From an optimization exercise on the open Yosys and OpenROAD flow, aimed at small area, a short achievable clock period and few clock cycles per item; shortcuts taken in it are not production practice.
Only simulation tests tie the RTL to the original design; equivalence was not proved.
No driver is modelled on the clock port, so clocking that relies on it looks cheaper here than on a real chip.
Power is estimated from default activity; no workload was simulated.

==> module simple_dma, before the edit <==
module simple_dma
(
  input  wire logic      Bus2IP_Clk,
  input  wire logic      rst,
  input  mst_pkg::mst_data_t      bus2ip_data,
  input  dma_pkg::dma_ce_t        bus2ip_wrce,
  input  dma_pkg::dma_ce_t        bus2ip_rdce,
  output mst_pkg::mst_data_t      ip2bus_data,
  output logic           ip2bus_wrack,
  output logic           ip2bus_rdack,
  input  wire logic      bus2ip_mst_cmdack,
  input  wire logic      bus2ip_mst_cmplt,
  input  mst_pkg::mst_data_t      bus2ip_mstrd_d,
  input  wire logic      bus2ip_mstrd_src_rdy_n,
  input  wire logic      bus2ip_mstwr_dst_rdy_n,
  output logic           ip2bus_mstrd_req,
  output logic           ip2bus_mstwr_req,
  output dma_pkg::dma_addr_t      ip2bus_mst_addr,
  output mst_pkg::mst_data_t      ip2bus_mstwr_d
);
  dma_pkg::dma_cfg_t cfg;
  logic     key;
  logic     busy_q;
  logic     rdreq_q;
  logic     wrreq_q;
  dma_pkg::dma_addr_t addr_q;
  dma_pkg::dma_addr_t next_q;
  logic [32-3:0] words_nq;
  logic     part_q;
  mst_pkg::mst_data_t data_q;
  logic     start;
  logic     rd_cmplt;
  logic     wr_cmplt;
  logic     accept;
  logic     none_left;
  dma_regs u_regs (
    .Bus2IP_Clk(Bus2IP_Clk), .rst(rst),
    .bus2ip_data(bus2ip_data), .bus2ip_wrce(bus2ip_wrce), .bus2ip_rdce(bus2ip_rdce),
    .busy(busy_q), .ip2bus_data(ip2bus_data),
    .ip2bus_wrack(ip2bus_wrack), .ip2bus_rdack(ip2bus_rdack),
    .cfg(cfg), .key(key)
  );
  assign start     = key && !busy_q && (cfg.len != '0);
  assign rd_cmplt  = !bus2ip_mstrd_src_rdy_n;
  assign wr_cmplt  = !bus2ip_mstwr_dst_rdy_n;
  assign accept    = bus2ip_mst_cmdack || bus2ip_mst_cmplt;
  assign none_left = (&words_nq) && !part_q;
  always_ff @(posedge Bus2IP_Clk)
  begin
    if (rst)
    begin
      busy_q  <= 1'b0;
      rdreq_q <= 1'b0;
      wrreq_q <= 1'b0;
    end
    else
    begin
      busy_q  <= start || (busy_q && !(wr_cmplt && none_left));
      rdreq_q <= start || (rdreq_q && !accept) || (busy_q && wr_cmplt && !none_left);
      wrreq_q <= (wrreq_q && !accept) || (busy_q && rd_cmplt);
    end
  end
  logic                   words_dec;
  logic [32-3:0] words_carry;
  assign words_dec = busy_q && rd_cmplt && !part_q;
  always_comb
  begin
    words_carry[0] = words_dec;
    for (int i = 1; i < 32-2; i++)
      words_carry[i] = words_carry[i-1] && words_nq[i-1];
  end
  always_ff @(posedge Bus2IP_Clk)
  begin
    for (int i = 0; i < 32-2; i++)
      if (!busy_q || words_carry[i])
        words_nq[i] <= busy_q ? !words_nq[i] : !cfg.len[i+2];
    if (!busy_q)
      part_q <= |cfg.len[1:0];
    else if (rd_cmplt)
      part_q <= 1'b0;
  end
  logic     addr_load;
  logic     addr_step;
  logic     addr_hold;
  assign addr_load = !busy_q;
  assign addr_step = busy_q && bus2ip_mst_cmplt;
  assign addr_hold = busy_q && !bus2ip_mst_cmplt;
  always_ff @(posedge Bus2IP_Clk)
  begin
    addr_q <= ({32{addr_load}} & cfg.src)
            | ({32{addr_step}} & next_q)
            | ({32{addr_hold}} & addr_q);
    next_q <= ({32{addr_load}} & cfg.dst)
            | ({32{addr_step}} & (addr_q + dma_pkg::dma_addr_t'(4)))
            | ({32{addr_hold}} & next_q);
  end
  always_ff @(posedge Bus2IP_Clk)
  begin
    if (rd_cmplt)
      data_q <= bus2ip_mstrd_d;
  end
  assign ip2bus_mstrd_req = rdreq_q;
  assign ip2bus_mstwr_req = wrreq_q;
  assign ip2bus_mst_addr  = addr_q;
  assign ip2bus_mstwr_d   = data_q;
endmodule
clock: 5.0 ns
lec_check: 0
abc_clock_period_in_ps: 2000
cap_margin: 20
core_margin: 2
core_utilization: 72
cts_cluster_diameter: 70
cts_cluster_size: 25
place_density: 0.8
setup_slack_margin: 2.3
slew_margin: 20
standard.sh (not shown) runs the stock make flow with config.mk's settings and CLKGATE_MAP_FILE= SYNTH_SCRIPT=/design/flow/synth_recipe.tcl, a recipe that flattens the netlist after the stock synthesis.
==> flow/flow/run.sh <==
#!/bin/bash
# The standard flow (standard.sh) with these changes:
#  - synthesis maps combinational logic with flow/abc_map.script (see flow/synth.tcl);
#  - the port buffers are sky130_fd_sc_hd__buf_1 cells (the standard flow picks delay cells);
#  - a few slow combinational cells are added to the platform's don't-use list,
#    for synthesis and layout alike.
# Registers are mapped exactly as in the standard synthesis.
set -euo pipefail
W=$(pwd)
export BUFFER_PORTS_ARGS="-buffer_cell sky130_fd_sc_hd__buf_1"
export MY_ABC_SCRIPT=$W/flow/abc_map.script
export FLOW_SYNTH_TCL=$W/synth_recipe.tcl
# optional ORFS step hooks: flow/pre_resize.tcl and flow/pre_cts.tcl
if [[ -f $W/flow/pre_resize.tcl ]]; then export PRE_RESIZE_TCL=$W/flow/pre_resize.tcl; fi
if [[ -f $W/flow/pre_cts.tcl ]]; then export PRE_CTS_TCL=$W/flow/pre_cts.tcl; fi
DU="sky130_fd_sc_hd__probe_p_8 sky130_fd_sc_hd__probec_p_8 sky130_fd_sc_hd__lpflow_bleeder_1 sky130_fd_sc_hd__lpflow_clkbufkapwr_1 sky130_fd_sc_hd__lpflow_clkbufkapwr_16 sky130_fd_sc_hd__lpflow_clkbufkapwr_2 sky130_fd_sc_hd__lpflow_clkbufkapwr_4 sky130_fd_sc_hd__lpflow_clkbufkapwr_8 sky130_fd_sc_hd__lpflow_clkinvkapwr_1 sky130_fd_sc_hd__lpflow_clkinvkapwr_16 sky130_fd_sc_hd__lpflow_clkinvkapwr_2 sky130_fd_sc_hd__lpflow_clkinvkapwr_4 sky130_fd_sc_hd__lpflow_clkinvkapwr_8 sky130_fd_sc_hd__lpflow_decapkapwr_12 sky130_fd_sc_hd__lpflow_decapkapwr_3 sky130_fd_sc_hd__lpflow_decapkapwr_4 sky130_fd_sc_hd__lpflow_decapkapwr_6 sky130_fd_sc_hd__lpflow_decapkapwr_8 sky130_fd_sc_hd__lpflow_inputiso0n_1 sky130_fd_sc_hd__lpflow_inputiso0p_1 sky130_fd_sc_hd__lpflow_inputiso1n_1 sky130_fd_sc_hd__lpflow_inputiso1p_1 sky130_fd_sc_hd__lpflow_inputisolatch_1 sky130_fd_sc_hd__lpflow_isobufsrc_1 sky130_fd_sc_hd__lpflow_isobufsrc_16 sky130_fd_sc_hd__lpflow_isobufsrc_2 sky130_fd_sc_hd__lpflow_isobufsrc_4 sky130_fd_sc_hd__lpflow_isobufsrc_8 sky130_fd_sc_hd__lpflow_isobufsrckapwr_16 sky130_fd_sc_hd__lpflow_lsbuf_lh_hl_isowell_tap_1 sky130_fd_sc_hd__lpflow_lsbuf_lh_hl_isowell_tap_2 sky130_fd_sc_hd__lpflow_lsbuf_lh_hl_isowell_tap_4 sky130_fd_sc_hd__lpflow_lsbuf_lh_isowell_4 sky130_fd_sc_hd__lpflow_lsbuf_lh_isowell_tap_1 sky130_fd_sc_hd__lpflow_lsbuf_lh_isowell_tap_2 sky130_fd_sc_hd__lpflow_lsbuf_lh_isowell_tap_4 sky130_fd_sc_hd__a222oi_1 sky130_fd_sc_hd__or4_1 sky130_fd_sc_hd__or4_2 sky130_fd_sc_hd__or4_4 sky130_fd_sc_hd__nor4_1 sky130_fd_sc_hd__nor4_2 sky130_fd_sc_hd__nor4_4 sky130_fd_sc_hd__or4b_1 sky130_fd_sc_hd__or4b_2 sky130_fd_sc_hd__or4b_4 sky130_fd_sc_hd__or4bb_1 sky130_fd_sc_hd__or4bb_2 sky130_fd_sc_hd__or4bb_4 sky130_fd_sc_hd__nor4b_1 sky130_fd_sc_hd__nor4b_2 sky130_fd_sc_hd__nor4b_4 sky130_fd_sc_hd__nor4bb_1 sky130_fd_sc_hd__nor4bb_2 sky130_fd_sc_hd__nor4bb_4"
bash standard.sh "DONT_USE_CELLS=$DU" SYNTH_SCRIPT=$W/flow/synth.tcl synth > synth.log 2>&1
bash standard.sh "DONT_USE_CELLS=$DU" SYNTH_SCRIPT=$W/flow/synth.tcl  finish > layout.log 2>&1
Other scripts of this flow, unchanged in this note and not shown: flow/flow/abc_map.script, flow/flow/pre_cts.tcl, flow/flow/pre_resize.tcl, flow/flow/synth.tcl
Testbench counts at the start, summed over its fixed seeds: cycles 59,953, words 6,547.
Rerun with:
--- a/flow/design.v
+++ b/flow/design.v
@@ -87,10 +87,11 @@
   output mst_pkg::mst_data_t      ip2bus_mstwr_d
 );
   dma_pkg::dma_cfg_t cfg;
   logic     key;
   logic     busy_q;
+  logic     status_q;
   logic     rdreq_q;
   logic     wrreq_q;
   dma_pkg::dma_addr_t addr_q;
   dma_pkg::dma_addr_t next_q;
   logic [32-3:0] words_nq;
@@ -102,42 +103,56 @@
   logic     accept;
   logic     none_left;
   dma_regs u_regs (
     .Bus2IP_Clk(Bus2IP_Clk), .rst(rst),
     .bus2ip_data(bus2ip_data), .bus2ip_wrce(bus2ip_wrce), .bus2ip_rdce(bus2ip_rdce),
-    .busy(busy_q), .ip2bus_data(ip2bus_data),
+    .busy(status_q), .ip2bus_data(ip2bus_data),
     .ip2bus_wrack(ip2bus_wrack), .ip2bus_rdack(ip2bus_rdack),
     .cfg(cfg), .key(key)
   );
   assign start     = key && !busy_q && (cfg.len != '0);
   assign rd_cmplt  = !bus2ip_mstrd_src_rdy_n;
   assign wr_cmplt  = !bus2ip_mstwr_dst_rdy_n;
   assign accept    = bus2ip_mst_cmdack || bus2ip_mst_cmplt;
-  assign none_left = (&words_nq) && !part_q;
+  assign none_left = words_low_q[3] && (&words_nq[32-3:24]) && !part_q;
   always_ff @(posedge Bus2IP_Clk)
   begin
     if (rst)
     begin
       busy_q  <= 1'b0;
+      status_q <= 1'b0;
       rdreq_q <= 1'b0;
       wrreq_q <= 1'b0;
     end
     else
     begin
       busy_q  <= start || (busy_q && !(wr_cmplt && none_left));
+      status_q <= start || (status_q && !(wr_cmplt && none_left));
       rdreq_q <= start || (rdreq_q && !accept) || (busy_q && wr_cmplt && !none_left);
       wrreq_q <= (wrreq_q && !accept) || (busy_q && rd_cmplt);
     end
   end
   logic                   words_dec;
   logic [32-3:0] words_carry;
   assign words_dec = busy_q && rd_cmplt && !part_q;
+  logic [3:1] words_low_q;
+  always_ff @(posedge Bus2IP_Clk)
+  begin
+    words_low_q[1] <= &words_nq[7:0];
+    words_low_q[2] <= &words_nq[15:0];
+    words_low_q[3] <= &words_nq[23:0];
+  end
   always_comb
   begin
-    words_carry[0] = words_dec;
-    for (int i = 1; i < 32-2; i++)
-      words_carry[i] = words_carry[i-1] && words_nq[i-1];
+    for (int i = 0; i < 32-2; i++)
+    begin
+      words_carry[i] = words_dec;
+      if (i >= 8)
+        words_carry[i] = words_carry[i] && words_low_q[i/8];
+      for (int k = 8*(i/8); k < i; k++)
+        words_carry[i] = words_carry[i] && words_nq[k];
+    end
   end
   always_ff @(posedge Bus2IP_Clk)
   begin
     for (int i = 0; i < 32-2; i++)
       if (!busy_q || words_carry[i])
The new run finished with timing, DRC and antenna clean.
Setup slack gets better by 0.0060 ns.
Core utilization falls by 0.31 points.
Via count rises by about 1.4%.
Power is lower by about 0.4%.
Sequential share of layout area goes up by 0.49 points.
First-iteration DRC count is higher by 7.7%.
Final cell count climbs by 1.1%.
Design area rose by 0.46%.
Wire length is higher by 0.91%.
Clock skew decreases by 0.0052 ns.
Synthesized area rises by 1.2%.
Count of clock-buffer cells in the layout is lower by 1.
Testbench counts after the change, summed over its fixed seeds: cycles 59,953, words 6,547.

==> separate check: timing with driven ports <==
No port has a modelled driver above. Below, the same layouts with a new extraction and two added sets of constraints.
Step 1, drivers: a clkbuf_16 drives Bus2IP_Clk and a buf_2 each remaining input, both assumed.
Step 2 adds t to the input delays and takes it off the output delays; t is the mean of the earliest and latest rising clock arrival at the registers after step 1. Input paths then give back, and output paths get back, about the clock's delay inside the block.
a / b / c = ideal / step 1 / step 2; a / b = the first two.
run | shift t [ns] | slack for setup (ns) | hold slack, ns | worst setup path at the end | worst register clock-pin slew, ns
the first run | 0.501 | 2.322 / 2.262 / 2.008 | 0.481 / 0.481 / 0.481 | input to register | 0.10 / 0.10
the second run | 0.500 | 2.328 / 2.260 / 1.938 | 0.456 / 0.456 / 0.456 | input to register | 0.10 / 0.10
After both steps setup and hold are still met in every run listed. The setup slack of the second run, which loses most, moves by -0.068 ns with the drivers and by -0.390 ns with both steps.
